Context: an optimization exercise on an open-source flow, tuned for a short achievable clock period and few clock cycles per item. The choices shown serve that exercise and are no tape-out recipe.
At most, simulation tests tie the RTL to the original design; equivalence was not proved.
Only the layout flow was run in run 2; the RTL was not checked for function there.
No run shown here takes its clock network from TritonCTS; it comes from the design's own scripts or RTL.
No driver is modelled on the clock port, so clock power and skew are understated where the tree is cut down; a real chip needs a root buffer or a tree.
Power figures rest on the tool's default switching activity, not on a simulated workload.

==> flow/design.v <==
`timescale 1ns/100ps
package dll_tx_pkg;
  typedef logic [31:0] dword_t;
  typedef logic [3:0]  keep_t;
  typedef logic [11:0] seq_num_t;
  typedef logic [7:0]  hdr_credit_t;
  typedef logic [11:0] data_credit_t;
  typedef logic [9:0]  tlp_len_t;
  typedef logic [31:0] crc_t;
  typedef enum logic [2:0] {
    CC_NONE,
    CC_P_HDR,
    CC_P_DATA,
    CC_NP_HDR,
    CC_NP_DATA,
    CC_CPL_HDR,
    CC_CPL_DATA
  } credit_class_e;
  localparam logic [7:0] TK_MRD    = 8'h00;
  localparam logic [7:0] TK_MWR    = 8'h40;
  localparam logic [7:0] TK_IORD   = 8'h02;
  localparam logic [7:0] TK_IOWR   = 8'h42;
  localparam logic [7:0] TK_CFGRD0 = 8'h04;
  localparam logic [7:0] TK_CFGWR0 = 8'h44;
  localparam logic [7:0] TK_MSG    = 8'h30;
  localparam logic [7:0] TK_MSGD   = 8'h70;
  localparam logic [7:0] TK_CPL    = 8'h0A;
  localparam logic [7:0] TK_CPLD   = 8'h4A;
  localparam int DW_PER_DATA_CREDIT = 4;
  localparam crc_t CRC_POLY = 32'hEDB88320;
endpackage
`timescale 1ns/100ps
module stream_skid_buffer
#(
  parameter int W = 33
) (
  input  logic         clk_i,
  input  logic         rst_i,
  input  logic [W-1:0] up_data,
  input  logic         up_valid,
  output logic         up_ready,
  output logic [W-1:0] dn_data,
  output logic         dn_valid,
  input  logic         dn_ready
);
  logic [W-1:0] main_data_q, skid_data_q;
  logic         main_valid_q, skid_valid_q;
  logic         ready_q, busy_q;
  logic         up_fire;
  logic         dn_free;
  logic         skid_valid_d;
  assign up_fire = up_valid && !busy_q;
  assign dn_free = !main_valid_q || dn_ready;
  assign skid_valid_d = dn_free ? 1'b0 : (skid_valid_q || up_fire);
  always_ff @(posedge clk_i) begin
    if (rst_i) begin
      main_valid_q <= 1'b0;
      skid_valid_q <= 1'b0;
      ready_q      <= 1'b0;
      busy_q       <= 1'b1;
    end else begin
      if (dn_free) begin
        main_valid_q <= skid_valid_q || up_fire;
      end
      skid_valid_q <= skid_valid_d;
      ready_q      <= !skid_valid_d;
      busy_q       <= skid_valid_d;
    end
  end
  always_ff @(posedge clk_i) begin
    if (dn_free) begin
      main_data_q <= skid_valid_q ? skid_data_q : up_data;
    end
    if (!skid_valid_q) begin
      skid_data_q <= up_data;
    end
  end
  assign up_ready = ready_q;
  assign dn_data  = main_data_q;
  assign dn_valid = main_valid_q;
endmodule
module stream_out_buffer
#(
  parameter int W = 34
) (
  input  logic         clk_i,
  input  logic         rst_i,
  input  logic [W-1:0] up_data,
  input  logic         up_valid,
  output logic         up_ready,
  output logic [W-1:0] dn_data,
  output logic         dn_valid,
  input  logic         dn_ready
);
  logic [W-1:0] main_data_q, hold_data_q, skid_data_q, next_data, next_data_alt;
  logic         main_valid_q, hold_empty_q, skid_valid_q, next_valid;
  logic         ready_q, busy_q;
  logic         up_fire;
  logic         dn_free;
  logic         skid_valid_d;
  assign up_fire = up_valid && !busy_q;
  assign dn_free = hold_empty_q || dn_ready;
  assign skid_valid_d = dn_free ? 1'b0 : (skid_valid_q || up_fire);
  assign next_data  = skid_valid_q ? skid_data_q : up_data;
  assign next_valid = skid_valid_q || up_fire;
  assign next_data_alt = ({W{skid_valid_q}} & skid_data_q) | ({W{!skid_valid_q}} & up_data);
  always_ff @(posedge clk_i) begin
    if (rst_i) begin
      main_valid_q <= 1'b0;
      hold_empty_q <= 1'b1;
      skid_valid_q <= 1'b0;
      ready_q      <= 1'b0;
      busy_q       <= 1'b1;
    end else begin
      main_valid_q <= dn_free ? next_valid : !hold_empty_q;
      hold_empty_q <= dn_free ? !next_valid : hold_empty_q;
      skid_valid_q <= skid_valid_d;
      ready_q      <= !skid_valid_d;
      busy_q       <= skid_valid_d;
    end
  end
  always_ff @(posedge clk_i) begin
    main_data_q <= dn_free ? next_data : hold_data_q;
    if (dn_free) begin
      hold_data_q <= next_data_alt;
    end
    if (!skid_valid_q) begin
      skid_data_q <= up_data;
    end
  end
  assign up_ready = ready_q;
  assign dn_data  = main_data_q;
  assign dn_valid = main_valid_q;
endmodule
`timescale 1ns/100ps
module fc_credit_gate
(
  input  logic         clk_i,
  input  logic         rst_i,
  input  logic         update_fc_i,
  input  dll_tx_pkg::hdr_credit_t  fc_ph_i,
  input  dll_tx_pkg::hdr_credit_t  fc_nph_i,
  input  dll_tx_pkg::hdr_credit_t  fc_cplh_i,
  input  dll_tx_pkg::data_credit_t fc_pd_i,
  input  dll_tx_pkg::data_credit_t fc_npd_i,
  input  dll_tx_pkg::data_credit_t fc_cpld_i,
  input  dll_tx_pkg::dword_t       hdr_dw0_i,   
  input  logic         take_i,      
  output logic         room_o       
);
  dll_tx_pkg::hdr_credit_t  hlim_q [3];
  dll_tx_pkg::hdr_credit_t  hused_q[3];
  dll_tx_pkg::data_credit_t dlim_q [3];
  dll_tx_pkg::data_credit_t dused_q[3];
  logic [6:0]               slo_q  [3];         
  logic [5:0]               shi0_q [3], shi1_q[3];  
  logic [6:0]               dlo_q  [3];         
  logic [5:0]               dhi0_q [3], dhi1_q[3];  
  dll_tx_pkg::data_credit_t dav    [3];
  logic                     room_q, rst_q, take_q;
  logic [1:0]               gap_q;
  logic                     gap_ok;
  logic [2:0]               hneed_q, dneed_q;    
  logic                     one_q;               
  logic [7:0]               dreq_q;
  logic [2:0]               hok_q, cmp_q, nz_q;
  logic [7:0]               kind;
  logic [7:0]               len_credits;
  logic [2:0]               hneed, dneed;
  logic                     one;
  logic [5:0]               ok;
  assign kind        = hdr_dw0_i[7:0];
  assign len_credits = {hdr_dw0_i[17:16], hdr_dw0_i[31:26]};
  always_comb begin
    hneed = 3'b000;
    dneed = 3'b000;
    unique case (kind)
      dll_tx_pkg::TK_MRD, dll_tx_pkg::TK_IORD, dll_tx_pkg::TK_CFGRD0: hneed = 3'b010;
      dll_tx_pkg::TK_IOWR, dll_tx_pkg::TK_CFGWR0: begin hneed = 3'b010; dneed = 3'b010; end
      dll_tx_pkg::TK_MWR, dll_tx_pkg::TK_MSGD:    begin hneed = 3'b001; dneed = 3'b001; end
      dll_tx_pkg::TK_MSG:                         hneed = 3'b001;
      dll_tx_pkg::TK_CPL:                         hneed = 3'b100;
      dll_tx_pkg::TK_CPLD:                        begin hneed = 3'b100; dneed = 3'b100; end
      default: ;
    endcase
    one = dneed[1] || len_credits == '0;
  end
  always_comb begin
    for (int c = 0; c < 3; c++) begin
      dav[c] = {dlo_q[c][6] ? dhi1_q[c] : dhi0_q[c], dlo_q[c][5:0]};
    end
  end
  always_ff @(posedge clk_i) begin
    hneed_q <= hneed;
    dneed_q <= dneed;
    one_q   <= one;
    dreq_q  <= one ? 8'd1 : len_credits;
    for (int c = 0; c < 3; c++) begin
      hok_q[c] <= hlim_q[c] != hused_q[c];
      cmp_q[c] <= (dav[c][11:8] != '0) || (dav[c][7:0] >= len_credits);
      nz_q[c]  <= dav[c] != '0;
    end
  end
  always_comb begin
    for (int c = 0; c < 3; c++) begin
      ok[c]     = !hneed_q[c] || hok_q[c];
      ok[3 + c] = !dneed_q[c] || (one_q ? nz_q[c] : cmp_q[c]);
    end
  end
  assign gap_ok = gap_q == 2'd3;
  always_ff @(posedge clk_i) begin
    rst_q  <= rst_i;
    take_q <= take_i;
    room_q <= (&ok) && gap_ok && !take_i;
  end
  always_ff @(posedge clk_i) begin
    if (rst_i) begin
      gap_q <= 2'd0;
    end else if (take_i) begin
      gap_q <= 2'd0;
    end else if (!gap_ok) begin
      gap_q <= gap_q + 2'd1;
    end
  end
  always_ff @(posedge clk_i) begin
    if (update_fc_i) begin
      hlim_q[0] <= fc_ph_i;
      hlim_q[1] <= fc_nph_i;
      hlim_q[2] <= fc_cplh_i;
      dlim_q[0] <= fc_pd_i;
      dlim_q[1] <= fc_npd_i;
      dlim_q[2] <= fc_cpld_i;
    end else if (rst_q) begin
      for (int c = 0; c < 3; c++) begin
        hlim_q[c] <= '0;
        dlim_q[c] <= '0;
      end
    end
    for (int c = 0; c < 3; c++) begin
      if (rst_q) begin
        hused_q[c] <= '0;
        dused_q[c] <= '0;
      end else begin
        if (take_q && hneed_q[c]) hused_q[c] <= hused_q[c] + dll_tx_pkg::hdr_credit_t'(1);
        if (take_q && dneed_q[c]) dused_q[c] <= {slo_q[c][6] ? shi1_q[c] : shi0_q[c], slo_q[c][5:0]};
      end
      slo_q[c]  <= {1'b0, dused_q[c][5:0]} + {1'b0, dreq_q[5:0]};
      shi0_q[c] <= dused_q[c][11:6] + {4'h0, dreq_q[7:6]};
      shi1_q[c] <= dused_q[c][11:6] + {4'h0, dreq_q[7:6]} + 6'd1;
      dlo_q[c]  <= {1'b0, dlim_q[c][5:0]} + {1'b0, ~dused_q[c][5:0]} + 7'd1;
      dhi0_q[c] <= dlim_q[c][11:6] + ~dused_q[c][11:6];
      dhi1_q[c] <= dlim_q[c][11:6] + ~dused_q[c][11:6] + 6'd1;
    end
  end
  assign room_o = room_q;
endmodule
`timescale 1ns/100ps
module lcrc_dword_term
(
  input  dll_tx_pkg::dword_t d_i,
  output dll_tx_pkg::crc_t   p_o,
  output dll_tx_pkg::crc_t   q_o
);
  assign p_o[0] = d_i[1] ^ d_i[4] ^ d_i[11] ^ d_i[12] ^ d_i[13] ^ d_i[15];
  assign p_o[1] = d_i[0] ^ d_i[2] ^ d_i[3] ^ d_i[4] ^ d_i[5] ^ d_i[9] ^ d_i[10] ^ d_i[11] ^ d_i[15];
  assign p_o[2] = d_i[2] ^ d_i[5] ^ d_i[8] ^ d_i[11] ^ d_i[12] ^ d_i[13];
  assign p_o[3] = d_i[4] ^ d_i[5] ^ d_i[7] ^ d_i[9] ^ d_i[11] ^ d_i[12] ^ d_i[14] ^ d_i[15];
  assign p_o[4] = d_i[0] ^ d_i[1] ^ d_i[3] ^ d_i[4] ^ d_i[6] ^ d_i[7] ^ d_i[11] ^ d_i[12] ^ d_i[14] ^ d_i[15];
  assign p_o[5] = d_i[0] ^ d_i[1] ^ d_i[3] ^ d_i[4] ^ d_i[5] ^ d_i[7] ^ d_i[9] ^ d_i[11];
  assign p_o[6] = d_i[0] ^ d_i[2] ^ d_i[3] ^ d_i[4] ^ d_i[5] ^ d_i[6] ^ d_i[7] ^ d_i[11] ^ d_i[12] ^ d_i[13];
  assign p_o[7] = d_i[1] ^ d_i[7] ^ d_i[8] ^ d_i[12] ^ d_i[13] ^ d_i[15];
  assign p_o[8] = d_i[1] ^ d_i[3] ^ d_i[4] ^ d_i[13] ^ d_i[14];
  assign p_o[9] = d_i[3] ^ d_i[5] ^ d_i[6] ^ d_i[7] ^ d_i[8] ^ d_i[9] ^ d_i[15];
  assign p_o[10] = d_i[0] ^ d_i[1] ^ d_i[3] ^ d_i[4] ^ d_i[12] ^ d_i[13] ^ d_i[14];
  assign p_o[11] = d_i[0] ^ d_i[9] ^ d_i[13];
  assign p_o[12] = d_i[0] ^ d_i[1] ^ d_i[3] ^ d_i[8] ^ d_i[13] ^ d_i[14] ^ d_i[15];
  assign p_o[13] = d_i[0] ^ d_i[2] ^ d_i[6] ^ d_i[8] ^ d_i[15];
  assign p_o[14] = d_i[1] ^ d_i[3] ^ d_i[6] ^ d_i[7] ^ d_i[9] ^ d_i[11] ^ d_i[15];
  assign p_o[15] = d_i[0] ^ d_i[1] ^ d_i[2] ^ d_i[3] ^ d_i[4] ^ d_i[5] ^ d_i[8] ^ d_i[13] ^ d_i[14] ^ d_i[15];
  assign p_o[16] = d_i[0] ^ d_i[1] ^ d_i[2] ^ d_i[3] ^ d_i[5] ^ d_i[6] ^ d_i[7] ^ d_i[11] ^ d_i[13] ^ d_i[14];
  assign p_o[17] = d_i[2] ^ d_i[8] ^ d_i[12] ^ d_i[13];
  assign p_o[18] = d_i[0] ^ d_i[3] ^ d_i[7] ^ d_i[9] ^ d_i[14];
  assign p_o[19] = d_i[1] ^ d_i[2] ^ d_i[3] ^ d_i[4] ^ d_i[6] ^ d_i[9] ^ d_i[12] ^ d_i[13] ^ d_i[14] ^ d_i[15];
  assign p_o[20] = d_i[3] ^ d_i[6] ^ d_i[7] ^ d_i[8] ^ d_i[9] ^ d_i[12] ^ d_i[13] ^ d_i[15];
  assign p_o[21] = d_i[0] ^ d_i[1] ^ d_i[3] ^ d_i[4] ^ d_i[12] ^ d_i[13] ^ d_i[15];
  assign p_o[22] = d_i[0] ^ d_i[1] ^ d_i[2] ^ d_i[4] ^ d_i[7] ^ d_i[8] ^ d_i[11] ^ d_i[13] ^ d_i[15];
  assign p_o[23] = d_i[2] ^ d_i[3] ^ d_i[4] ^ d_i[5] ^ d_i[7] ^ d_i[8] ^ d_i[9] ^ d_i[12] ^ d_i[14] ^ d_i[15];
  assign p_o[24] = d_i[1] ^ d_i[3] ^ d_i[4] ^ d_i[7] ^ d_i[13] ^ d_i[14] ^ d_i[15];
  assign p_o[25] = d_i[2] ^ d_i[3] ^ d_i[5] ^ d_i[8] ^ d_i[9] ^ d_i[11] ^ d_i[13];
  assign p_o[26] = d_i[0] ^ d_i[2] ^ d_i[3] ^ d_i[5] ^ d_i[7] ^ d_i[9] ^ d_i[11] ^ d_i[14] ^ d_i[15];
  assign p_o[27] = d_i[0] ^ d_i[1] ^ d_i[3] ^ d_i[5] ^ d_i[6] ^ d_i[11] ^ d_i[15];
  assign p_o[28] = d_i[2] ^ d_i[3] ^ d_i[4] ^ d_i[5] ^ d_i[7] ^ d_i[8] ^ d_i[13] ^ d_i[14] ^ d_i[15];
  assign p_o[29] = d_i[1] ^ d_i[3] ^ d_i[4] ^ d_i[5] ^ d_i[6] ^ d_i[7] ^ d_i[8] ^ d_i[11] ^ d_i[12] ^ d_i[13];
  assign p_o[30] = d_i[8] ^ d_i[12] ^ d_i[13] ^ d_i[14] ^ d_i[15];
  assign p_o[31] = d_i[1] ^ d_i[4] ^ d_i[5] ^ d_i[6] ^ d_i[8] ^ d_i[11] ^ d_i[12] ^ d_i[13];
  assign q_o[0] = d_i[24] ^ d_i[26] ^ d_i[28] ^ d_i[30];
  assign q_o[1] = d_i[16] ^ d_i[20] ^ d_i[21] ^ d_i[24] ^ d_i[26] ^ d_i[31];
  assign q_o[2] = d_i[18] ^ d_i[19] ^ d_i[20] ^ d_i[21] ^ d_i[22] ^ d_i[25] ^ d_i[27] ^ d_i[28] ^ d_i[29];
  assign q_o[3] = d_i[16] ^ d_i[17] ^ d_i[19] ^ d_i[21] ^ d_i[24] ^ d_i[25] ^ d_i[27] ^ d_i[30];
  assign q_o[4] = d_i[16] ^ d_i[18] ^ d_i[23] ^ d_i[24] ^ d_i[31];
  assign q_o[5] = d_i[17] ^ d_i[18] ^ d_i[19] ^ d_i[26] ^ d_i[30];
  assign q_o[6] = d_i[16] ^ d_i[18] ^ d_i[20] ^ d_i[23] ^ d_i[24] ^ d_i[25] ^ d_i[27] ^ d_i[30];
  assign q_o[7] = d_i[16] ^ d_i[18] ^ d_i[19] ^ d_i[20] ^ d_i[22] ^ d_i[23] ^ d_i[24] ^ d_i[27] ^ d_i[28] ^ d_i[29];
  assign q_o[8] = d_i[21] ^ d_i[22] ^ d_i[23] ^ d_i[26] ^ d_i[27] ^ d_i[28];
  assign q_o[9] = d_i[16] ^ d_i[17] ^ d_i[18] ^ d_i[23] ^ d_i[26] ^ d_i[27] ^ d_i[28] ^ d_i[29] ^ d_i[30] ^ d_i[31];
  assign q_o[10] = d_i[17] ^ d_i[19] ^ d_i[20] ^ d_i[25] ^ d_i[26] ^ d_i[27] ^ d_i[30];
  assign q_o[11] = d_i[17] ^ d_i[18] ^ d_i[21] ^ d_i[22] ^ d_i[25] ^ d_i[27] ^ d_i[31];
  assign q_o[12] = d_i[17] ^ d_i[19] ^ d_i[21] ^ d_i[23] ^ d_i[24] ^ d_i[25] ^ d_i[30];
  assign q_o[13] = d_i[16] ^ d_i[17] ^ d_i[19] ^ d_i[20] ^ d_i[22] ^ d_i[24] ^ d_i[29];
  assign q_o[14] = d_i[19] ^ d_i[20] ^ d_i[22] ^ d_i[23] ^ d_i[25] ^ d_i[26] ^ d_i[27] ^ d_i[28] ^ d_i[29] ^ d_i[30] ^ d_i[31];
  assign q_o[15] = d_i[16] ^ d_i[18] ^ d_i[19] ^ d_i[20] ^ d_i[21] ^ d_i[22] ^ d_i[23] ^ d_i[24] ^ d_i[28] ^ d_i[29] ^ d_i[30] ^ d_i[31];
  assign q_o[16] = d_i[16] ^ d_i[17] ^ d_i[18] ^ d_i[21] ^ d_i[22] ^ d_i[24] ^ d_i[27] ^ d_i[30];
  assign q_o[17] = d_i[27] ^ d_i[28] ^ d_i[29] ^ d_i[31];
  assign q_o[18] = d_i[16] ^ d_i[18] ^ d_i[19] ^ d_i[20] ^ d_i[21] ^ d_i[22] ^ d_i[24] ^ d_i[26] ^ d_i[28] ^ d_i[29] ^ d_i[30] ^ d_i[31];
  assign q_o[19] = d_i[16] ^ d_i[21] ^ d_i[23] ^ d_i[24] ^ d_i[27] ^ d_i[28] ^ d_i[30];
  assign q_o[20] = d_i[18] ^ d_i[20] ^ d_i[26] ^ d_i[29] ^ d_i[30] ^ d_i[31];
  assign q_o[21] = d_i[16] ^ d_i[18] ^ d_i[19] ^ d_i[20] ^ d_i[23] ^ d_i[25] ^ d_i[26] ^ d_i[27] ^ d_i[28] ^ d_i[30];
  assign q_o[22] = d_i[17] ^ d_i[18] ^ d_i[21] ^ d_i[27] ^ d_i[29] ^ d_i[31];
  assign q_o[23] = d_i[16] ^ d_i[18] ^ d_i[21] ^ d_i[22] ^ d_i[23] ^ d_i[24] ^ d_i[25] ^ d_i[27] ^ d_i[28] ^ d_i[29];
  assign q_o[24] = d_i[18] ^ d_i[20] ^ d_i[21] ^ d_i[22] ^ d_i[23] ^ d_i[24] ^ d_i[27] ^ d_i[28];
  assign q_o[25] = d_i[16] ^ d_i[18] ^ d_i[21] ^ d_i[22] ^ d_i[23] ^ d_i[24];
  assign q_o[26] = d_i[17] ^ d_i[18] ^ d_i[19] ^ d_i[21] ^ d_i[22] ^ d_i[25] ^ d_i[26] ^ d_i[27] ^ d_i[28] ^ d_i[29] ^ d_i[30] ^ d_i[31];
  assign q_o[27] = d_i[17] ^ d_i[21] ^ d_i[22] ^ d_i[23] ^ d_i[24] ^ d_i[26] ^ d_i[27] ^ d_i[28] ^ d_i[29] ^ d_i[31];
  assign q_o[28] = d_i[16] ^ d_i[17] ^ d_i[20] ^ d_i[21] ^ d_i[23] ^ d_i[24] ^ d_i[25] ^ d_i[26] ^ d_i[31];
  assign q_o[29] = d_i[16] ^ d_i[18] ^ d_i[19] ^ d_i[20] ^ d_i[23] ^ d_i[24] ^ d_i[26] ^ d_i[27] ^ d_i[31];
  assign q_o[30] = d_i[19] ^ d_i[20] ^ d_i[22] ^ d_i[25] ^ d_i[31];
  assign q_o[31] = d_i[17] ^ d_i[18] ^ d_i[19] ^ d_i[20] ^ d_i[21] ^ d_i[22] ^ d_i[25] ^ d_i[27] ^ d_i[29];
endmodule
module lcrc_seq_term
(
  input  dll_tx_pkg::seq_num_t seq_i,
  output dll_tx_pkg::crc_t     y0_o
);
  assign y0_o[0] = 1'b1 ^ seq_i[1] ^ seq_i[3] ^ seq_i[5] ^ seq_i[9] ^ seq_i[10] ^ seq_i[11];
  assign y0_o[1] = seq_i[0] ^ seq_i[1] ^ seq_i[2] ^ seq_i[3] ^ seq_i[4] ^ seq_i[5] ^ seq_i[6] ^ seq_i[9] ^ seq_i[10] ^ seq_i[11];
  assign y0_o[2] = 1'b1 ^ seq_i[0] ^ seq_i[1] ^ seq_i[2] ^ seq_i[3] ^ seq_i[5] ^ seq_i[7] ^ seq_i[8] ^ seq_i[9] ^ seq_i[10] ^ seq_i[11];
  assign y0_o[3] = 1'b1 ^ seq_i[1] ^ seq_i[3] ^ seq_i[4] ^ seq_i[5] ^ seq_i[10] ^ seq_i[11];
  assign y0_o[4] = 1'b1 ^ seq_i[0] ^ seq_i[5] ^ seq_i[6] ^ seq_i[8] ^ seq_i[10];
  assign y0_o[5] = seq_i[0] ^ seq_i[1] ^ seq_i[3] ^ seq_i[5] ^ seq_i[7] ^ seq_i[8] ^ seq_i[9] ^ seq_i[11];
  assign y0_o[6] = 1'b1 ^ seq_i[2] ^ seq_i[6] ^ seq_i[9] ^ seq_i[10] ^ seq_i[11];
  assign y0_o[7] = 1'b1 ^ seq_i[0] ^ seq_i[5] ^ seq_i[6] ^ seq_i[8] ^ seq_i[9] ^ seq_i[11];
  assign y0_o[8] = seq_i[0] ^ seq_i[1] ^ seq_i[4] ^ seq_i[8] ^ seq_i[9];
  assign y0_o[9] = 1'b1 ^ seq_i[2] ^ seq_i[3] ^ seq_i[4];
  assign y0_o[10] = seq_i[1] ^ seq_i[2] ^ seq_i[4] ^ seq_i[6] ^ seq_i[7] ^ seq_i[8] ^ seq_i[11];
  assign y0_o[11] = 1'b1 ^ seq_i[2] ^ seq_i[5] ^ seq_i[6] ^ seq_i[10];
  assign y0_o[12] = 1'b1 ^ seq_i[5] ^ seq_i[7] ^ seq_i[11];
  assign y0_o[13] = seq_i[0] ^ seq_i[1] ^ seq_i[6] ^ seq_i[9] ^ seq_i[11];
  assign y0_o[14] = seq_i[0] ^ seq_i[5] ^ seq_i[8] ^ seq_i[9] ^ seq_i[11];
  assign y0_o[15] = 1'b1 ^ seq_i[1] ^ seq_i[2] ^ seq_i[3] ^ seq_i[4] ^ seq_i[5] ^ seq_i[6] ^ seq_i[7] ^ seq_i[11];
  assign y0_o[16] = 1'b1 ^ seq_i[0] ^ seq_i[1] ^ seq_i[3] ^ seq_i[4] ^ seq_i[6] ^ seq_i[7] ^ seq_i[8] ^ seq_i[9];
  assign y0_o[17] = seq_i[0] ^ seq_i[3] ^ seq_i[6] ^ seq_i[8] ^ seq_i[9] ^ seq_i[10];
  assign y0_o[18] = 1'b1 ^ seq_i[3] ^ seq_i[4] ^ seq_i[5] ^ seq_i[7];
  assign y0_o[19] = seq_i[0] ^ seq_i[2] ^ seq_i[4] ^ seq_i[5] ^ seq_i[6] ^ seq_i[7] ^ seq_i[8] ^ seq_i[10] ^ seq_i[11];
  assign y0_o[20] = 1'b1 ^ seq_i[0] ^ seq_i[3] ^ seq_i[4] ^ seq_i[6] ^ seq_i[8];
  assign y0_o[21] = 1'b1 ^ seq_i[2] ^ seq_i[5] ^ seq_i[6] ^ seq_i[7] ^ seq_i[10];
  assign y0_o[22] = seq_i[2] ^ seq_i[4] ^ seq_i[5] ^ seq_i[6] ^ seq_i[8] ^ seq_i[9];
  assign y0_o[23] = 1'b1 ^ seq_i[1] ^ seq_i[7] ^ seq_i[11];
  assign y0_o[24] = 1'b1 ^ seq_i[0] ^ seq_i[1] ^ seq_i[3] ^ seq_i[4] ^ seq_i[5] ^ seq_i[8] ^ seq_i[10];
  assign y0_o[25] = 1'b1 ^ seq_i[0] ^ seq_i[3] ^ seq_i[4] ^ seq_i[10];
  assign y0_o[26] = seq_i[0] ^ seq_i[1] ^ seq_i[3] ^ seq_i[5] ^ seq_i[8] ^ seq_i[9] ^ seq_i[11];
  assign y0_o[27] = 1'b1 ^ seq_i[1] ^ seq_i[2] ^ seq_i[3] ^ seq_i[4] ^ seq_i[5] ^ seq_i[6] ^ seq_i[7] ^ seq_i[9] ^ seq_i[10] ^ seq_i[11];
  assign y0_o[28] = 1'b1 ^ seq_i[0] ^ seq_i[2] ^ seq_i[3] ^ seq_i[4] ^ seq_i[5] ^ seq_i[7] ^ seq_i[9];
  assign y0_o[29] = 1'b1 ^ seq_i[0] ^ seq_i[1] ^ seq_i[2] ^ seq_i[7] ^ seq_i[8] ^ seq_i[9];
  assign y0_o[30] = seq_i[0] ^ seq_i[2] ^ seq_i[3] ^ seq_i[7] ^ seq_i[8] ^ seq_i[10] ^ seq_i[11];
  assign y0_o[31] = 1'b1 ^ seq_i[1] ^ seq_i[7] ^ seq_i[11];
endmodule
module lcrc_step
(
  input  dll_tx_pkg::crc_t y_i,
  output dll_tx_pkg::crc_t cy_o
);
  assign cy_o[0] = y_i[31];
  assign cy_o[1] = y_i[0] ^ y_i[31];
  assign cy_o[2] = y_i[1] ^ y_i[31];
  assign cy_o[3] = y_i[2];
  assign cy_o[4] = y_i[3] ^ y_i[31];
  assign cy_o[5] = y_i[4] ^ y_i[31];
  assign cy_o[6] = y_i[5];
  assign cy_o[7] = y_i[6] ^ y_i[31];
  assign cy_o[8] = y_i[7] ^ y_i[31];
  assign cy_o[9] = y_i[8];
  assign cy_o[10] = y_i[9] ^ y_i[31];
  assign cy_o[11] = y_i[10] ^ y_i[31];
  assign cy_o[12] = y_i[11] ^ y_i[31];
  assign cy_o[13] = y_i[12];
  assign cy_o[14] = y_i[13];
  assign cy_o[15] = y_i[14];
  assign cy_o[16] = y_i[15] ^ y_i[31];
  assign cy_o[17] = y_i[16];
  assign cy_o[18] = y_i[17];
  assign cy_o[19] = y_i[18];
  assign cy_o[20] = y_i[19];
  assign cy_o[21] = y_i[20];
  assign cy_o[22] = y_i[21] ^ y_i[31];
  assign cy_o[23] = y_i[22] ^ y_i[31];
  assign cy_o[24] = y_i[23];
  assign cy_o[25] = y_i[24];
  assign cy_o[26] = y_i[25] ^ y_i[31];
  assign cy_o[27] = y_i[26];
  assign cy_o[28] = y_i[27];
  assign cy_o[29] = y_i[28];
  assign cy_o[30] = y_i[29];
  assign cy_o[31] = y_i[30];
endmodule
module lcrc_out
(
  input  dll_tx_pkg::crc_t y_i,
  output dll_tx_pkg::crc_t lcrc_o
);
  assign lcrc_o[0] = ~(y_i[2] ^ y_i[4] ^ y_i[6] ^ y_i[7] ^ y_i[10] ^ y_i[11] ^ y_i[12] ^ y_i[15] ^ y_i[16] ^ y_i[17] ^ y_i[20] ^ y_i[22] ^ y_i[24] ^ y_i[27] ^ y_i[28] ^ y_i[29] ^ y_i[30] ^ y_i[31]);
  assign lcrc_o[1] = ~(y_i[2] ^ y_i[3] ^ y_i[4] ^ y_i[5] ^ y_i[6] ^ y_i[9] ^ y_i[13] ^ y_i[17] ^ y_i[18] ^ y_i[19] ^ y_i[22] ^ y_i[23] ^ y_i[25] ^ y_i[28] ^ y_i[31]);
  assign lcrc_o[2] = ~(y_i[1] ^ y_i[7] ^ y_i[8] ^ y_i[10] ^ y_i[11] ^ y_i[12] ^ y_i[13] ^ y_i[15] ^ y_i[19] ^ y_i[20] ^ y_i[26] ^ y_i[29] ^ y_i[31]);
  assign lcrc_o[3] = ~(y_i[1] ^ y_i[11] ^ y_i[13] ^ y_i[21] ^ y_i[23] ^ y_i[25] ^ y_i[26] ^ y_i[27] ^ y_i[28] ^ y_i[30] ^ y_i[31]);
  assign lcrc_o[4] = ~(y_i[1] ^ y_i[2] ^ y_i[6] ^ y_i[12] ^ y_i[16] ^ y_i[19] ^ y_i[21] ^ y_i[22] ^ y_i[24] ^ y_i[28] ^ y_i[30]);
  assign lcrc_o[5] = ~(y_i[4] ^ y_i[5] ^ y_i[9] ^ y_i[10] ^ y_i[11] ^ y_i[16] ^ y_i[17] ^ y_i[18] ^ y_i[19] ^ y_i[21] ^ y_i[23] ^ y_i[24] ^ y_i[26] ^ y_i[27] ^ y_i[28] ^ y_i[30]);
  assign lcrc_o[6] = ~(y_i[1] ^ y_i[4] ^ y_i[5] ^ y_i[7] ^ y_i[8] ^ y_i[10] ^ y_i[12] ^ y_i[13] ^ y_i[14] ^ y_i[19] ^ y_i[21] ^ y_i[23] ^ y_i[24] ^ y_i[28] ^ y_i[29] ^ y_i[30] ^ y_i[31]);
  assign lcrc_o[7] = ~(y_i[1] ^ y_i[3] ^ y_i[5] ^ y_i[6] ^ y_i[9] ^ y_i[10] ^ y_i[11] ^ y_i[12] ^ y_i[13] ^ y_i[15] ^ y_i[17] ^ y_i[19] ^ y_i[21] ^ y_i[23] ^ y_i[24] ^ y_i[25] ^ y_i[27] ^ y_i[31]);
  assign lcrc_o[8] = ~(y_i[3] ^ y_i[4] ^ y_i[5] ^ y_i[6] ^ y_i[7] ^ y_i[8] ^ y_i[9] ^ y_i[11] ^ y_i[12] ^ y_i[15] ^ y_i[16] ^ y_i[17] ^ y_i[18] ^ y_i[20] ^ y_i[21] ^ y_i[22] ^ y_i[25] ^ y_i[26] ^ y_i[29] ^ y_i[30]);
  assign lcrc_o[9] = ~(y_i[3] ^ y_i[7] ^ y_i[8] ^ y_i[9] ^ y_i[12] ^ y_i[13] ^ y_i[17] ^ y_i[18] ^ y_i[19] ^ y_i[20] ^ y_i[21] ^ y_i[22] ^ y_i[23] ^ y_i[25] ^ y_i[26] ^ y_i[27] ^ y_i[29] ^ y_i[30]);
  assign lcrc_o[10] = ~(y_i[0] ^ y_i[2] ^ y_i[4] ^ y_i[5] ^ y_i[11] ^ y_i[14] ^ y_i[16] ^ y_i[18] ^ y_i[26] ^ y_i[27] ^ y_i[29] ^ y_i[30] ^ y_i[31]);
  assign lcrc_o[11] = ~(y_i[1] ^ y_i[5] ^ y_i[7] ^ y_i[10] ^ y_i[11] ^ y_i[12] ^ y_i[14] ^ y_i[16] ^ y_i[17] ^ y_i[20] ^ y_i[22] ^ y_i[25] ^ y_i[27] ^ y_i[28] ^ y_i[29] ^ y_i[30]);
  assign lcrc_o[12] = ~(y_i[3] ^ y_i[9] ^ y_i[11] ^ y_i[15] ^ y_i[17] ^ y_i[18] ^ y_i[19] ^ y_i[20] ^ y_i[21] ^ y_i[22] ^ y_i[26] ^ y_i[29] ^ y_i[30] ^ y_i[31]);
  assign lcrc_o[13] = ~(y_i[1] ^ y_i[2] ^ y_i[3] ^ y_i[4] ^ y_i[6] ^ y_i[7] ^ y_i[8] ^ y_i[10] ^ y_i[12] ^ y_i[16] ^ y_i[18] ^ y_i[22] ^ y_i[23] ^ y_i[27] ^ y_i[29] ^ y_i[31]);
  assign lcrc_o[14] = ~(y_i[3] ^ y_i[4] ^ y_i[7] ^ y_i[9] ^ y_i[11] ^ y_i[13] ^ y_i[14] ^ y_i[18] ^ y_i[20] ^ y_i[21] ^ y_i[22] ^ y_i[26] ^ y_i[28] ^ y_i[30]);
  assign lcrc_o[15] = ~(y_i[1] ^ y_i[6] ^ y_i[8] ^ y_i[11] ^ y_i[13] ^ y_i[14] ^ y_i[16] ^ y_i[17] ^ y_i[20] ^ y_i[22] ^ y_i[23] ^ y_i[29]);
  assign lcrc_o[16] = ~(y_i[1] ^ y_i[2] ^ y_i[3] ^ y_i[7] ^ y_i[8] ^ y_i[10] ^ y_i[12] ^ y_i[13] ^ y_i[15] ^ y_i[18] ^ y_i[19] ^ y_i[21] ^ y_i[22] ^ y_i[23] ^ y_i[24] ^ y_i[26] ^ y_i[27] ^ y_i[31]);
  assign lcrc_o[17] = ~(y_i[2] ^ y_i[8] ^ y_i[9] ^ y_i[11] ^ y_i[14] ^ y_i[21] ^ y_i[22] ^ y_i[23] ^ y_i[25] ^ y_i[26] ^ y_i[29] ^ y_i[31]);
  assign lcrc_o[18] = ~(y_i[2] ^ y_i[4] ^ y_i[6] ^ y_i[8] ^ y_i[10] ^ y_i[11] ^ y_i[12] ^ y_i[14] ^ y_i[16] ^ y_i[17] ^ y_i[18] ^ y_i[20] ^ y_i[21] ^ y_i[22] ^ y_i[23] ^ y_i[25] ^ y_i[26] ^ y_i[27] ^ y_i[29]);
  assign lcrc_o[19] = ~(y_i[1] ^ y_i[2] ^ y_i[3] ^ y_i[4] ^ y_i[5] ^ y_i[6] ^ y_i[8] ^ y_i[9] ^ y_i[11] ^ y_i[13] ^ y_i[14] ^ y_i[16] ^ y_i[19] ^ y_i[21] ^ y_i[24] ^ y_i[26] ^ y_i[28] ^ y_i[29] ^ y_i[30]);
  assign lcrc_o[20] = ~(y_i[3] ^ y_i[4] ^ y_i[6] ^ y_i[8] ^ y_i[9] ^ y_i[10] ^ y_i[11] ^ y_i[12] ^ y_i[13] ^ y_i[16] ^ y_i[17] ^ y_i[19] ^ y_i[20] ^ y_i[21] ^ y_i[24] ^ y_i[25] ^ y_i[27] ^ y_i[30] ^ y_i[31]);
  assign lcrc_o[21] = ~(y_i[4] ^ y_i[5] ^ y_i[11] ^ y_i[16] ^ y_i[21] ^ y_i[22] ^ y_i[24] ^ y_i[25] ^ y_i[26] ^ y_i[28] ^ y_i[29] ^ y_i[30] ^ y_i[31]);
  assign lcrc_o[22] = ~(y_i[2] ^ y_i[3] ^ y_i[4] ^ y_i[5] ^ y_i[6] ^ y_i[7] ^ y_i[10] ^ y_i[15] ^ y_i[21] ^ y_i[22] ^ y_i[24] ^ y_i[25] ^ y_i[26] ^ y_i[28] ^ y_i[30]);
  assign lcrc_o[23] = ~(y_i[3] ^ y_i[8] ^ y_i[9] ^ y_i[12] ^ y_i[16] ^ y_i[17] ^ y_i[19] ^ y_i[20] ^ y_i[21] ^ y_i[23] ^ y_i[24]);
  assign lcrc_o[24] = ~(y_i[1] ^ y_i[5] ^ y_i[7] ^ y_i[8] ^ y_i[10] ^ y_i[11] ^ y_i[16] ^ y_i[19] ^ y_i[21] ^ y_i[23] ^ y_i[25] ^ y_i[26] ^ y_i[27] ^ y_i[28] ^ y_i[29] ^ y_i[30] ^ y_i[31]);
  assign lcrc_o[25] = ~(y_i[1] ^ y_i[4] ^ y_i[8] ^ y_i[11] ^ y_i[12] ^ y_i[13] ^ y_i[15] ^ y_i[18] ^ y_i[19] ^ y_i[22] ^ y_i[23] ^ y_i[24] ^ y_i[25] ^ y_i[26] ^ y_i[27] ^ y_i[28] ^ y_i[29]);
  assign lcrc_o[26] = ~(y_i[1] ^ y_i[2] ^ y_i[11] ^ y_i[12] ^ y_i[13] ^ y_i[15] ^ y_i[18] ^ y_i[19] ^ y_i[20] ^ y_i[23] ^ y_i[28] ^ y_i[29]);
  assign lcrc_o[27] = ~(y_i[4] ^ y_i[5] ^ y_i[8] ^ y_i[9] ^ y_i[12] ^ y_i[13] ^ y_i[14] ^ y_i[15] ^ y_i[16] ^ y_i[17] ^ y_i[18] ^ y_i[21] ^ y_i[22]);
  assign lcrc_o[28] = ~(y_i[2] ^ y_i[3] ^ y_i[8] ^ y_i[12] ^ y_i[13] ^ y_i[15] ^ y_i[16] ^ y_i[17] ^ y_i[18] ^ y_i[20] ^ y_i[21] ^ y_i[22] ^ y_i[23] ^ y_i[28] ^ y_i[29] ^ y_i[30] ^ y_i[31]);
  assign lcrc_o[29] = ~(y_i[2] ^ y_i[3] ^ y_i[5] ^ y_i[7] ^ y_i[8] ^ y_i[10] ^ y_i[12] ^ y_i[15] ^ y_i[20] ^ y_i[23] ^ y_i[25] ^ y_i[26] ^ y_i[28] ^ y_i[30] ^ y_i[31]);
  assign lcrc_o[30] = ~(y_i[2] ^ y_i[5] ^ y_i[7] ^ y_i[10] ^ y_i[11] ^ y_i[12] ^ y_i[15] ^ y_i[17] ^ y_i[18] ^ y_i[19] ^ y_i[20] ^ y_i[22] ^ y_i[24] ^ y_i[25] ^ y_i[27] ^ y_i[29] ^ y_i[30]);
  assign lcrc_o[31] = ~(y_i[2] ^ y_i[3] ^ y_i[4] ^ y_i[5] ^ y_i[9] ^ y_i[10] ^ y_i[11] ^ y_i[13] ^ y_i[14] ^ y_i[16] ^ y_i[18] ^ y_i[20] ^ y_i[22] ^ y_i[23] ^ y_i[27] ^ y_i[29] ^ y_i[31]);
endmodule
`timescale 1ns/100ps
module tlp_framer
#(
  parameter dll_tx_pkg::seq_num_t SEQ_INIT = '0
) (
  input  logic      clk_i,
  input  logic      rst_i,
  input  dll_tx_pkg::dword_t    in_data,
  input  logic      in_valid,
  input  logic      in_last,
  output logic      in_ready,
  output dll_tx_pkg::dword_t    out_data,
  output logic      out_valid,
  output logic      out_last,
  input  logic      out_ready,
  output dll_tx_pkg::dword_t    hdr_dw0_o,
  output logic      take_o,
  input  logic      room_i
);
  logic               adv, consume, take, emit, hdr_go;
  logic               st_lo_q, st_hi_q;      
  logic               first_q;               
  logic               fresh_q, fresh2_q;     
  dll_tx_pkg::seq_num_t seq_q;
  logic [15:0]        carry_q;
  dll_tx_pkg::dword_t word;
  dll_tx_pkg::dword_t p1_data_q, p2_data_q;
  logic               p1_valid_q, p1_lo_q, p1_hi_q;
  logic               p2_valid_q, p2_lo_q, p2_hi_q;
  dll_tx_pkg::crc_t   p_d, q_d, p_q, q_q;
  logic               pq_valid_q, pq_first_q;
  dll_tx_pkg::crc_t   y_q, cy, y0_d, y0_q, lcrc_d, lcrc_q;
  assign adv      = out_ready;
  assign hdr_go   = room_i && !fresh_q && !fresh2_q;
  assign consume  = adv && !st_lo_q && !st_hi_q && in_valid && (!first_q || hdr_go);
  assign take     = consume && first_q;
  assign emit     = consume || st_lo_q || st_hi_q;
  assign in_ready = consume;
  assign take_o   = take;
  always_comb begin
    if (st_lo_q) begin
      word = {16'h0, carry_q};
    end else if (st_hi_q) begin
      word = '0;
    end else if (first_q) begin
      word = {in_data[15:0], seq_q[7:0], 4'h0, seq_q[11:8]};
    end else begin
      word = {in_data[15:0], carry_q};
    end
  end
  always_ff @(posedge clk_i) begin
    if (rst_i) begin
      st_lo_q    <= 1'b0;
      st_hi_q    <= 1'b0;
      first_q    <= 1'b1;
      fresh_q    <= 1'b1;
      fresh2_q   <= 1'b1;
      seq_q      <= SEQ_INIT;
      p1_valid_q <= 1'b0;
      p2_valid_q <= 1'b0;
      pq_valid_q <= 1'b0;
    end else begin
      fresh_q  <= consume || !in_valid;
      fresh2_q <= fresh_q;
      if (consume) begin
        first_q <= in_last;
      end
      if (adv) begin
        st_lo_q    <= consume && in_last;
        st_hi_q    <= st_lo_q;
        p1_valid_q <= emit;
        p2_valid_q <= p1_valid_q;
        pq_valid_q <= consume;
        if (pq_valid_q && pq_first_q) begin
          seq_q <= seq_q + dll_tx_pkg::seq_num_t'(1);
        end
      end
    end
  end
  lcrc_dword_term lcrc_dword_term_i (
    .d_i (in_data),
    .p_o (p_d),
    .q_o (q_d)
  );
  lcrc_seq_term lcrc_seq_term_i (
    .seq_i (seq_q),
    .y0_o  (y0_d)
  );
  lcrc_step lcrc_step_i (
    .y_i  (y_q),
    .cy_o (cy)
  );
  lcrc_out lcrc_out_i (
    .y_i    (y_q),
    .lcrc_o (lcrc_d)
  );
  always_ff @(posedge clk_i) begin
    y0_q <= y0_d;
    lcrc_q <= lcrc_d;
    if (consume) begin
      carry_q <= in_data[31:16];
    end
    if (adv) begin
      p1_data_q  <= word;
      p1_lo_q    <= st_lo_q;
      p1_hi_q    <= st_hi_q;
      p2_data_q  <= p1_data_q;
      p2_lo_q    <= p1_lo_q;
      p2_hi_q    <= p1_hi_q;
      p_q        <= p_d;
      q_q        <= q_d;
      pq_first_q <= first_q;
      if (pq_valid_q) begin
        y_q <= (pq_first_q ? y0_q : cy) ^ p_q ^ q_q;
      end
    end
  end
  assign out_valid = p2_valid_q;
  assign out_last  = p2_hi_q;
  assign out_data  = p2_lo_q ? {lcrc_q[15:0], p2_data_q[15:0]} :
                     p2_hi_q ? {16'h0, lcrc_q[31:16]} : p2_data_q;
  assign hdr_dw0_o = in_data;
endmodule
`timescale 1ns/100ps
module dll_tx_top
#(
  parameter dll_tx_pkg::seq_num_t SEQ_INIT = '0
) (
  input  logic         clk_i,
  input  logic         rst_i,
  input  dll_tx_pkg::dword_t       s_tdata_i,
  input  logic         s_tvalid_i,
  input  logic         s_tlast_i,
  output logic         s_tready_o,
  output dll_tx_pkg::dword_t       m_tdata_o,
  output dll_tx_pkg::keep_t        m_tkeep_o,
  output logic         m_tvalid_o,
  output logic         m_tlast_o,
  input  logic         m_tready_i,
  output dll_tx_pkg::seq_num_t     seq_num_o,
  input  logic         update_fc_i,
  input  dll_tx_pkg::hdr_credit_t  fc_ph_i,
  input  dll_tx_pkg::hdr_credit_t  fc_nph_i,
  input  dll_tx_pkg::hdr_credit_t  fc_cplh_i,
  input  dll_tx_pkg::data_credit_t fc_pd_i,
  input  dll_tx_pkg::data_credit_t fc_npd_i,
  input  dll_tx_pkg::data_credit_t fc_cpld_i
);
  dll_tx_pkg::dword_t in_data,  out_data;
  logic   in_valid, out_valid;
  logic   in_last,  out_last;
  logic   in_ready, out_ready;
  logic   m_khi2, m_khi3;
  dll_tx_pkg::dword_t hdr_dw0;
  logic   take, room;
  dll_tx_pkg::seq_num_t oseq_q, oseq_hold_n_q;
  logic   oseq_inc;
  stream_skid_buffer #(.W(33)) in_buf_i (
    .clk_i    (clk_i),
    .rst_i    (rst_i),
    .up_data  ({s_tlast_i, s_tdata_i}),
    .up_valid (s_tvalid_i),
    .up_ready (s_tready_o),
    .dn_data  ({in_last, in_data}),
    .dn_valid (in_valid),
    .dn_ready (in_ready)
  );
  tlp_framer #(.SEQ_INIT(SEQ_INIT)) tlp_framer_i (
    .clk_i     (clk_i),
    .rst_i     (rst_i),
    .in_data   (in_data),
    .in_valid  (in_valid),
    .in_last   (in_last),
    .in_ready  (in_ready),
    .out_data  (out_data),
    .out_valid (out_valid),
    .out_last  (out_last),
    .out_ready (out_ready),
    .hdr_dw0_o (hdr_dw0),
    .take_o    (take),
    .room_i    (room)
  );
  fc_credit_gate fc_credit_gate_i (
    .clk_i       (clk_i),
    .rst_i       (rst_i),
    .update_fc_i (update_fc_i),
    .fc_ph_i     (fc_ph_i),
    .fc_nph_i    (fc_nph_i),
    .fc_cplh_i   (fc_cplh_i),
    .fc_pd_i     (fc_pd_i),
    .fc_npd_i    (fc_npd_i),
    .fc_cpld_i   (fc_cpld_i),
    .hdr_dw0_i   (hdr_dw0),
    .take_i      (take),
    .room_o      (room)
  );
  stream_out_buffer #(.W(35)) out_buf_i (
    .clk_i    (clk_i),
    .rst_i    (rst_i),
    .up_data  ({!out_last, !out_last, out_last, out_data}),
    .up_valid (out_valid),
    .up_ready (out_ready),
    .dn_data  ({m_khi3, m_khi2, m_tlast_o, m_tdata_o}),
    .dn_valid (m_tvalid_o),
    .dn_ready (m_tready_i)
  );
  assign m_tkeep_o = {m_khi3, m_khi2, 2'b11};
  assign oseq_inc = out_valid && out_ready && out_last;
  always_ff @(posedge clk_i) begin
    if (rst_i) begin
      oseq_q        <= SEQ_INIT;
      oseq_hold_n_q <= ~SEQ_INIT;
    end else begin
      oseq_q        <= ~oseq_hold_n_q + dll_tx_pkg::seq_num_t'(oseq_inc);
      oseq_hold_n_q <= oseq_hold_n_q - dll_tx_pkg::seq_num_t'(oseq_inc);
    end
  end
  assign seq_num_o = oseq_q;
endmodule
==> flow/flow/run.sh <==
#!/bin/bash
# Standard ORFS layout (the standard.sh), with the clock tree rebuilt
# right after CTS by clock_tree.tcl (hooked in as POST_CTS_TCL): the clock
# port drives four root buffers, each root drives eight leaf buffers, and
# each leaf drives an equal, compact group of flip-flops. Everything else,
# synthesis included, is the standard flow.
set -euo pipefail
work=$(pwd)
export POST_CTS_TCL="$work/flow/clock_tree.tcl"
bash standard.sh > "$work/standard_flow.log" 2>&1
==> flow/flow/clock_tree.tcl <==

set clk_roots 4
set clk_leaves 8

proc ct_tree_sinks_and_cells {net} {
  set sinks {}; set cells {}; set nets {}
  set todo [list $net]
  while {[llength $todo]} {
    set n [lindex $todo 0]; set todo [lrange $todo 1 end]
    foreach it [$n getITerms] {
      if {[$it getIoType] ne "INPUT"} continue
      set inst [$it getInst]
      set m [[$inst getMaster] getName]
      if {[regexp {^sky130_fd_sc_hd__(clkbuf|clkinv|inv|bufinv|buf_|clkdlybuf)} $m]} {
        lappend cells $inst
        foreach ot [$inst getITerms] {
          if {[$ot getIoType] eq "OUTPUT" && [$ot getNet] ne "NULL"} {
            lappend nets [$ot getNet]
            lappend todo [$ot getNet]
          }
        }
      } else {
        lappend sinks $it
      }
    }
  }
  return [list $sinks $cells $nets]
}

# items: list of {x y payload}; returns K groups (K a power of 2)
proc ct_bisect {items K} {
  if {$K <= 1} { return [list $items] }
  set xs [lsort -integer -index 0 $items]
  set ys [lsort -integer -index 1 $items]
  set dx [expr {[lindex $xs end 0] - [lindex $xs 0 0]}]
  set dy [expr {[lindex $ys end 1] - [lindex $ys 0 1]}]
  set s [expr {$dx >= $dy ? $xs : $ys}]
  set h [expr {[llength $s] / 2}]
  set k [expr {$K / 2}]
  return [concat [ct_bisect [lrange $s 0 [expr {$h - 1}]] $k] [ct_bisect [lrange $s $h end] $k]]
}

proc ct_centroid {items} {
  set x 0.0; set y 0.0
  foreach i $items { set x [expr {$x + [lindex $i 0]}]; set y [expr {$y + [lindex $i 1]}] }
  set n [llength $items]
  return [list [expr {int($x / $n)}] [expr {int($y / $n)}]]
}

proc ct_buffer {name x y in out} {
  set block [ord::get_db_block]
  set bm [[ord::get_db] findMaster sky130_fd_sc_hd__clkbuf_16]
  set b [odb::dbInst_create $block $bm $name]
  $b setLocation $x $y
  $b setPlacementStatus PLACED
  [$b findITerm A] connect $in
  [$b findITerm X] connect $out
  return $b
}

proc ct_net {name} {
  set n [odb::dbNet_create [ord::get_db_block] $name]
  $n setSigType CLOCK
  return $n
}

proc ct_build {M L} {
  set block [ord::get_db_block]
  set clk [[$block findBTerm clk_i] getNet]
  lassign [ct_tree_sinks_and_cells $clk] sinks cells nets
  foreach it $sinks { $it disconnect }
  foreach c $cells {
    foreach it [$c getITerms] { if {[$it getNet] ne "NULL"} { $it disconnect } }
    odb::dbInst_destroy $c
  }
  foreach n $nets { odb::dbNet_destroy $n }
  set items {}
  foreach it $sinks {
    set b [[$it getInst] getBBox]
    lappend items [list [expr {([$b xMin] + [$b xMax]) / 2}] [expr {([$b yMin] + [$b yMax]) / 2}] $it]
  }
  set sizes {}
  set m 0
  foreach grp [ct_bisect $items $M] {
    set leaves [ct_bisect $grp $L]
    set pts {}
    foreach lf $leaves { lappend pts [ct_centroid $lf] }
    lassign [ct_centroid $pts] mx my
    set rnet [ct_net clknet_root_$m]
    ct_buffer clkbuf_root_$m $mx $my $clk $rnet
    set l 0
    foreach lf $leaves {
      lassign [ct_centroid $lf] cx cy
      set lnet [ct_net clknet_leaf_${m}_$l]
      ct_buffer clkbuf_leaf_${m}_$l $cx $cy $rnet $lnet
      foreach i $lf { [lindex $i 2] connect $lnet }
      lappend sizes [llength $lf]
      incr l
    }
    incr m
  }
  puts "clock_tree.tcl: $M roots x $L leaves, [llength $sinks] sinks, leaf sizes [lsort -integer -unique $sizes], replaced [llength $cells] tree cells"
}

ct_build $clk_roots $clk_leaves
detailed_placement
estimate_parasitics -placement
report_clock_latency
repair_timing_helper
detailed_placement
check_placement -verbose
estimate_parasitics -placement
report_clock_latency
report_worst_slack -max
report_worst_slack -min
==> flow/standard.sh <==
#!/bin/bash
# synth_recipe.tcl (not shown) runs the flow's synth.tcl, then flattens the netlist and writes it again
# the make line also repeats each setting of config.mk as NAME=value (left out here)
make -C /OpenROAD-flow-scripts/flow DESIGN_CONFIG=/design/flow/config.mk WORK_HOME=/design/flow/orfs CLKGATE_MAP_FILE= SYNTH_SCRIPT=/design/flow/synth_recipe.tcl "${@:-finish}"
==> flow/config.mk <==
export PLATFORM = sky130hd
export DESIGN_NAME = dll_tx_top
export DESIGN_NICKNAME = dll_tx_top
export VERILOG_FILES = /design/flow/design.v
export SDC_FILE = /design/flow/constraint.sdc
export NUM_CORES = 4
export LEC_CHECK = 0
export CAP_MARGIN = 20
export CORE_MARGIN = 2
export CORE_UTILIZATION = 40
export PLACE_DENSITY = 0.6
export SETUP_SLACK_MARGIN = 3.6
export SLEW_MARGIN = 20
==> flow/constraint.sdc <==
create_clock -name core_clock -period 5.5 [get_ports {clk_i}]
set_input_delay 1.1000 -clock core_clock [delete_from_list [all_inputs] [get_ports {clk_i}]]
set_output_delay 1.1000 -clock core_clock [all_outputs]
set_load 0.01 [all_outputs]
==> summary.txt, run 1 <==
Core Rows 103; top_reg_cell synth dfxtp_1; Residual DRC 0; die height 287 um; port bufs 146; peak supply drop 0.174 mV; Hold WC Path Type reg2reg; setup_tns 0 ns; # setup viols final 0; Clock Skews 0.0254 ns; post-synthesis cell type count 59; first-pass GRT wire length 113 mm; fin util 0.478; worst-skew pair later-pin latency 0.40 ns; crit-path max FO 1; GRT Util Overall 0.178; Pwr Total 11300 uW; fin. max-slew vios 0; slowest CP cell dfxtp_2; Synth Cell Area 32000 um^2; critical path startpoint category flip-flop; outcome complete, no violations; power density cells 298 nW/um^2; Layout Cells excl Fill 3915; Worst-Margin Slew 0.884 ns; clock-pin slew on the worst setup and hold paths 0.10 ns; CP Buf/Inv Count 1; final RePlAce weighted congestion 0.851; crit path DAT 0.86 ns; P_leak 0.0146 uW; Relative slew margins 0.411; reg-to-reg startpoint in_buf_i.main_data_q[26]$_DFFE_PP_; worst path cell trace buf_6; layout cells sized above 1 0.197; Synth top area share 0.290; r2r worst-path depth 7; Final nets 3084; starting density of the core 0.405; largest net degree at the start of global routing 89; Synthesis Warnings 16; RSZ-0062 raised after global routing yes; EDFF count, synth 309; Largest stage delay, worst path 0.37 ns; Congestion Overflow GR 0; vias in the first global route 19.4k; drt total wl 73.3 mm; ys async rst share 0; width of the die 287 um; vias post-DR 18.6k; Core ar. 79100 um^2; top cells by count, synth xnor2_1 (484), dfxtp_1 (422), edfxtp_1 (309); largest area contributor in the netlist edfxtp_1; Worst R2R End fc_credit_gate_i.cmp_q[1]$_DFF_P_; CP top delay family flip-flops; post-synthesis sequential element count 731; final hold viol count 0; hold path depth 0; count leader, synth xnor2_1; post-synthesis sequential area ratio 0.553; Final period util 0.357; Peak Freq 509 MHz; hold_sp tlp_framer_i.p1_data_q[29]$_SDFFCE_PP0P_; CP endpoint kind output pin; number of diodes 0; Hold EP tlp_framer_i.p2_data_q[29]$_DFFE_PP_; R2R Setup Slk 3.59 ns; antenna-violating nets left 0; initial antenna violation count 3; Ports 149; synth top area cells edfxtp_1 (29%), dfxtp_1 (26%), xnor2_1 (13%), xor2_1 (6.1%), ha_1 (4.2%); Area Overhead vs Synth 18.0%; CP Data Required Time 4.40 ns; max_cap viols 0; minimum clock period 1.96 ns; post-detail-place hpwl 50.3 mm; Mean Syn Cell Area 12.1 um^2; Clock Sinks 731; Routed wire per std cell 18.7 um; worst setup path class reg2out; initial drt markers 1025; DRT Pass-1 Iters 7; critical path depth 1; gate count of the mapped netlist 2642; die area 82400 um^2; Via density 4.75; Placed Cells 3709
layout by cell type, fill, tap and decap left out, types with 12 or more instances in the layout:
master / synthesis / final
edfxtp_1: 309 / 309
o21ai_1: 0 / 12
o21bai_1: 18 / 18
xor2_2: 5 / 24
a21oi_1: 63 / 56
xnor2_2: 8 / 53
clkdlybuf4s50_1: 0 / 94
inv_1: 113 / 102
xor2_4: 0 / 13
nor2_1: 96 / 91
dfxtp_2: 0 / 37
buf_4: 9 / 143
xor2_1: 222 / 190
a211oi_1: 20 / 18
xnor2_4: 3 / 14
and2_1: 82 / 77
nand2b_1: 19 / 15
clkbuf_16: 0 / 36
mux2_2: 75 / 73
nor4_1: 14 / 13
o21ai_0: 61 / 49
dfxtp_1: 422 / 380
buf_6: 1 / 26
ha_1: 107 / 99
a22oi_1: 28 / 28
mux2i_1: 67 / 66
and3_1: 22 / 16
nor3_1: 18 / 17
nand2_1: 123 / 123
buf_2: 46 / 33
a21o_1: 36 / 36
xnor2_1: 484 / 428
nand3_1: 25 / 24
logic make-up (layout without fill, tap and decap cells):
logic type | after synthesis | count (layout) | share of synthesized area
simple gates | 437 | 447 | 0.0681
mux | 142 | 142 | 0.0473
other cells | 1 | 2 | 0.000117
xor+xnor | 723 | 723 | 0.203
buf+inv | 249 | 461 | 0.0323
fa+ha+maj | 119 | 119 | 0.0493
flops | 731 | 731 | 0.553
compound gates | 240 | 240 | 0.0467
routing by layer:
metal / global-route usage / up-vias / wire length [um]
met1: 0.230 / 9041 / 32300
met2: 0.312 / 272 / 36700
met3: 0.0248 / 84 / 2360
li1: - / 9192 / -
met4: 0.0448 / 6 / 1810
met5: 0 / - / 39
worst reg2reg max path, cell delays in order (launching register included):
cell	delay [ns]
edfxtp_1	0.51
ha_1	0.31
nand2b_1	0.13
a21o_1	0.17
a21o_1	0.16
a211oi_2	0.18
o31ai_1	0.09
a211o_1	0.26
how the worst max path moves through the flow:
stage / from / to / slack [ns]
floorplan: out_buf_i.ready_q$_SDFF_PP0_ / oseq_hold_n_q[4]$_SDFF_PP1_ / 2.94
global placement: tlp_framer_i.st_lo_q$_SDFFE_PP0P_ / in_buf_i.main_data_q[10]$_DFFE_PP_ / 2.39
detailed placement: tlp_framer_i.st_lo_q$_SDFFE_PP0P_ / in_buf_i.main_data_q[10]$_DFFE_PP_ / 2.30
global route: out_buf_i.main_data_q[33]$_DFF_P_ / m_tkeep_o[2] / 3.50
finish: in_buf_i.ready_q$_SDFF_PP0_ / s_tready_o / 3.54
area by class of cell:
type	instances	area, um^2
Multi-Input combinational cell	1673	14600
Sequential cell	731	17800
Tap cell	1050	1310
Buffer	36	901
Inverter	113	439
Fill cell	7005	41300
Timing Repair Buffer	312	2770
report_power, final:
part / internal [uW] / leakage [uW] / switching (uW)
clock: 1180 / 0.000444 / 1580
combinational: 983 / 0.00755 / 1010
sequential: 6260 / 0.00663 / 254
total: 8420 / 0.0146 / 2850
stage by stage:
stage	hold slack, ns	area (um^2)	setup WS, ns
after floorplan	0.400	32300	2.94
after global placement	0.405	34400	2.39
after detailed placement	0.405	34400	2.30
after global routing	0.439	37800	3.50
final	0.419	37800	3.54
state kept, by name, summed over array words and instances, names as in the netlist, 16 cells and up:
name	count
tlp_framer_i.carry_q	16
tlp_framer_i.y0_q	31
fc_credit_gate_i.slo_q	21
tlp_framer_i.p_q	32
tlp_framer_i.p2_data_q	32
tlp_framer_i.y_q	32
tlp_framer_i.lcrc_q	32
tlp_framer_i.p1_data_q	32
fc_credit_gate_i.shi0_q	18
fc_credit_gate_i.hlim_q	24
out_buf_i.skid_data_q	35
fc_credit_gate_i.dlo_q	21
fc_credit_gate_i.shi1_q	18
tlp_framer_i.q_q	32
fc_credit_gate_i.dhi0_q	18
fc_credit_gate_i.dused_q	36
fc_credit_gate_i.hused_q	24
out_buf_i.main_data_q	35
fc_credit_gate_i.dhi1_q	18
in_buf_i.skid_data_q	33
out_buf_i.hold_data_q	35
in_buf_i.main_data_q	33
fc_credit_gate_i.dlim_q	36
Testbench counts, summed over its fixed seeds: cycles 21,868, items 2,400.
==> inputs of run 2 (changes only) <==
--- a/flow/design.v
+++ b/flow/design.v
@@ -45,3 +45,3 @@
 );
-  logic [W-1:0] main_data_q, skid_data_q;
+  logic [W-1:0] main_data_q, hold_data_q, skid_data_q, next_data_alt;
   logic         main_valid_q, skid_valid_q;
@@ -54,2 +54,3 @@
   assign skid_valid_d = dn_free ? 1'b0 : (skid_valid_q || up_fire);
+  assign next_data_alt = ({W{skid_valid_q}} & skid_data_q) | ({W{!skid_valid_q}} & up_data);
   always_ff @(posedge clk_i) begin
@@ -70,4 +71,5 @@
   always_ff @(posedge clk_i) begin
+    main_data_q <= dn_free ? (skid_valid_q ? skid_data_q : up_data) : hold_data_q;
     if (dn_free) begin
-      main_data_q <= skid_valid_q ? skid_data_q : up_data;
+      hold_data_q <= next_data_alt;
     end
@@ -597,3 +599,3 @@
   logic   take, room;
-  dll_tx_pkg::seq_num_t oseq_q, oseq_hold_n_q;
+  dll_tx_pkg::seq_num_t oseq_q, oseq_hold_n_q, oseq_inc_q;
   logic   oseq_inc;
@@ -655,6 +657,9 @@
     end else begin
-      oseq_q        <= ~oseq_hold_n_q + dll_tx_pkg::seq_num_t'(oseq_inc);
-      oseq_hold_n_q <= oseq_hold_n_q - dll_tx_pkg::seq_num_t'(oseq_inc);
+      oseq_q        <= oseq_inc ? oseq_inc_q : ~oseq_hold_n_q;
+      oseq_hold_n_q <= oseq_inc ? ~oseq_inc_q : oseq_hold_n_q;
     end
   end
+  always_ff @(posedge clk_i) begin
+    oseq_inc_q <= ~oseq_hold_n_q + dll_tx_pkg::seq_num_t'(1);
+  end
   assign seq_num_o = oseq_q;
==> summary.txt, run 2 <==
outcome complete, no violations; CP endpoint kind flip-flop; sequential share of power 0.583; peak supply drop 0.223 mV; R2R Setup Slk 3.53 ns; post-detail-place hpwl 53.5 mm; first-pass GRT wire length 119 mm; minimum clock period 1.97 ns; worst-skew pair later-pin latency 0.40 ns; Mean Syn Cell Area 12.3 um^2; Via density 4.80; switch share 0.256; Congestion Overflow GR 0; Synth top area share 0.277; final RePlAce weighted congestion 0.864; EDFF count, synth 309; commonest non-fill, non-tap cell in the layout xnor2_1; crit path DAT 2.23 ns; port bufs 146; top flop regs fc_credit_gate_i.dlim_q (36), fc_credit_gate_i.dused_q (36); clock-pin slew on the worst setup and hold paths 0.10 ns; drt total wl 78.3 mm; synth top area cells dfxtp_1 (28%), edfxtp_1 (28%), xnor2_1 (13%), xor2_1 (4.8%), ha_1 (3.9%); largest area contributor in the netlist dfxtp_1; Core Rows 106; power density cells 307 nW/um^2; gate count of the mapped netlist 2741; top cells by count, synth xnor2_1 (516), dfxtp_1 (467), edfxtp_1 (309); Relative slew margins 0.430; vias in the first global route 20.1k; Peak Freq 507 MHz; critical path startpoint category flip-flop; final hold viol count 0; post-synthesis cell type count 54; GRT Util Overall 0.180; Pint 8940 uW; combinational group share of total power 0.180; # setup viols final 0; top_reg_cell synth dfxtp_1; Core ar. 83600 um^2; ys async rst share 0; layout cells sized above 1 0.199; RSZ-0062 raised after global routing yes; Hold WS 0.418 ns; Clk pwr share 0.237; fin. max-slew vios 0; Routed wire per std cell 19.5 um; largest net degree at the start of global routing 85; vias post-DR 19.3k; worst setup path class reg2reg; Synth Cell Area 33700 um^2; initial drt markers 1143; antenna-violating nets left 0; setup_tns 0 ns; Final period util 0.358; Area Overhead vs Synth 16.1%; Ports 149; Synthesis Warnings 16; commonest non-fill, non-tap cells in the layout xnor2_1 (461), dfxtp_1 (390), edfxtp_1 (309); post-synthesis sequential element count 776; post-synthesis sequential area ratio 0.553; CP Buf/Inv Count 0; die area 86600 um^2; Switch Pwr 3080 uW; Fillers 7452; worst path cell trace xnor2_2 > xnor2_1 > xnor3_1; fin util 0.468; P_leak 0.0151 uW; Residual DRC 0; die height 294 um; count leader, synth xnor2_1; DRT Pass-1 Iters 5; max_cap viols 0; Worst-Margin Slew 0.855 ns; Largest stage delay, worst path 0.64 ns; Placed Cells 3839; crit-path max FO 6; Final nets 3157; CP Data Required Time 5.76 ns; Hold WC Path Type reg2reg; width of the die 294 um; slowest CP cell edfxtp_1; initial antenna violation count 0; Clock Skews 0.0302 ns; Clock Sinks 776; starting density of the core 0.403; CP top delay family XOR/XNOR gates; Pwr Total 12000 uW; Layout Cells excl Fill 4022
-- run 2: changes by cell type in the layout (fill, tap and decap cells not counted), moves of 11 or more --
cell and change:
inv_1 +22, buf_4 -29, o21ai_1 -11, dfxtp_2 +22
xor2_1 -20, o21ai_0 +13, nand3_1 +11, mux2_2 +29
xnor2_1 +33, a211o_1 +11, buf_2 -12, dfxtp_4 +13
-- run 2: power groups by stage --
stage	Clock, uW	Sequential [uW]	Combinational, uW
6_report	2840	7010	2170
5_1_grt	3140	7060	2360
3_5_place_dp	0	7160	2040
3_3_place_gp	0	7140	2000
2_1_floorplan	0	6980	1550
-- run 2: cell type report --
class	instances	area, um^2	share of cell area
Sequential cell	776	18800	0.480
Multi-Input combinational cell	1709	14800	0.379
Timing Repair Buffer	288	2780	0.0709
Tap cell	1080	1350	0.0345
Buffer	36	901	0.0230
Inverter	132	507	0.0129
Antenna cell	1	2.50	0.0000639
-- run 2: per-layer routing --
| layer | routed length, um | track usage | vias up | share of wire |
|---|---|---|---|---|
| met3 | 2310 | 0.0164 | 71 | 0.029 |
| met2 | 40500 | 0.328 | 294 | 0.52 |
| met5 | 0 | 0 | - | 0 |
| li1 | - | - | 9453 | - |
| met4 | 1790 | 0.0437 | 0 | 0.023 |
| met1 | 33800 | 0.229 | 9473 | 0.43 |
-- run 2: path summary, 6_finish.rpt --
path / to / cells after the start / from
worst max-delay path: tlp_framer_i.lcrc_q[29]$_DFF_P_ / 3 / tlp_framer_i.y_q[15]$_DFFE_PP_
worst min-delay path: oseq_inc_q[0]$_DFF_P_ / 0 / oseq_hold_n_q[0]$_SDFFE_PP1P_
worst max register to register: tlp_framer_i.lcrc_q[29]$_DFF_P_ / 3 / tlp_framer_i.y_q[15]$_DFFE_PP_
worst min register to register: oseq_inc_q[0]$_DFF_P_ / 0 / oseq_hold_n_q[0]$_SDFFE_PP1P_
-- run 2: kinds of logic (layout without fill, tap and decap cells) --
group	after synthesis	after routing	synth area share
compound gates	252	252	0.0471
xor+xnor	734	734	0.202
fa+ha+maj	116	116	0.0457
buf+inv	270	456	0.0376
flops	776	776	0.553
mux	170	170	0.0545
other cells	1	3	0.000111
simple gates	422	435	0.0607
-- run 2: stage by stage --
| step | instance area (um^2) | worst slack (ns) |
|---|---|---|
| 2_1_floorplan | 33900 | 2.83 |
| 3_3_place_gp | 35900 | 2.37 |
| 3_5_place_dp | 35900 | 2.31 |
| 5_1_grt | 39100 | 3.50 |
| 6_report | 39100 | 3.53 |

-- port drivers added, routing unchanged --
No port has a modelled driver above. Below, the same layouts with a new extraction and two added sets of constraints.
Step 1 (the two cells are an assumption about what drives the block):
set clk [get_ports {clk_i}]
set_driving_cell -lib_cell sky130_fd_sc_hd__clkbuf_16 $clk
set_driving_cell -lib_cell sky130_fd_sc_hd__buf_2 [delete_from_list [all_inputs] $clk]
Step 2 times the ports against the registers' clock, not the clock port: input delays grow and output delays shrink by t, the midpoint of the rising clock arrivals with the driver on.
Three values: no drivers, after step 1, after step 2; two values: the first two.
run | shift t [ns] | setup slack, ns | worst setup path at the end | latest minus earliest clock arrival (ns) | pins driven straight from the clock port
run 1 | 0.522 | 3.536 / 3.400 / 3.236 | input to register | 0.028 / 0.029 | 4
run 2 | 0.522 | 3.528 / 3.425 / 3.216 | input to register | 0.030 / 0.031 | 4
After both steps setup and hold are still met in every run listed. The setup slack of run 2, which loses most, moves by -0.103 ns with the drivers and by -0.312 ns with both steps.
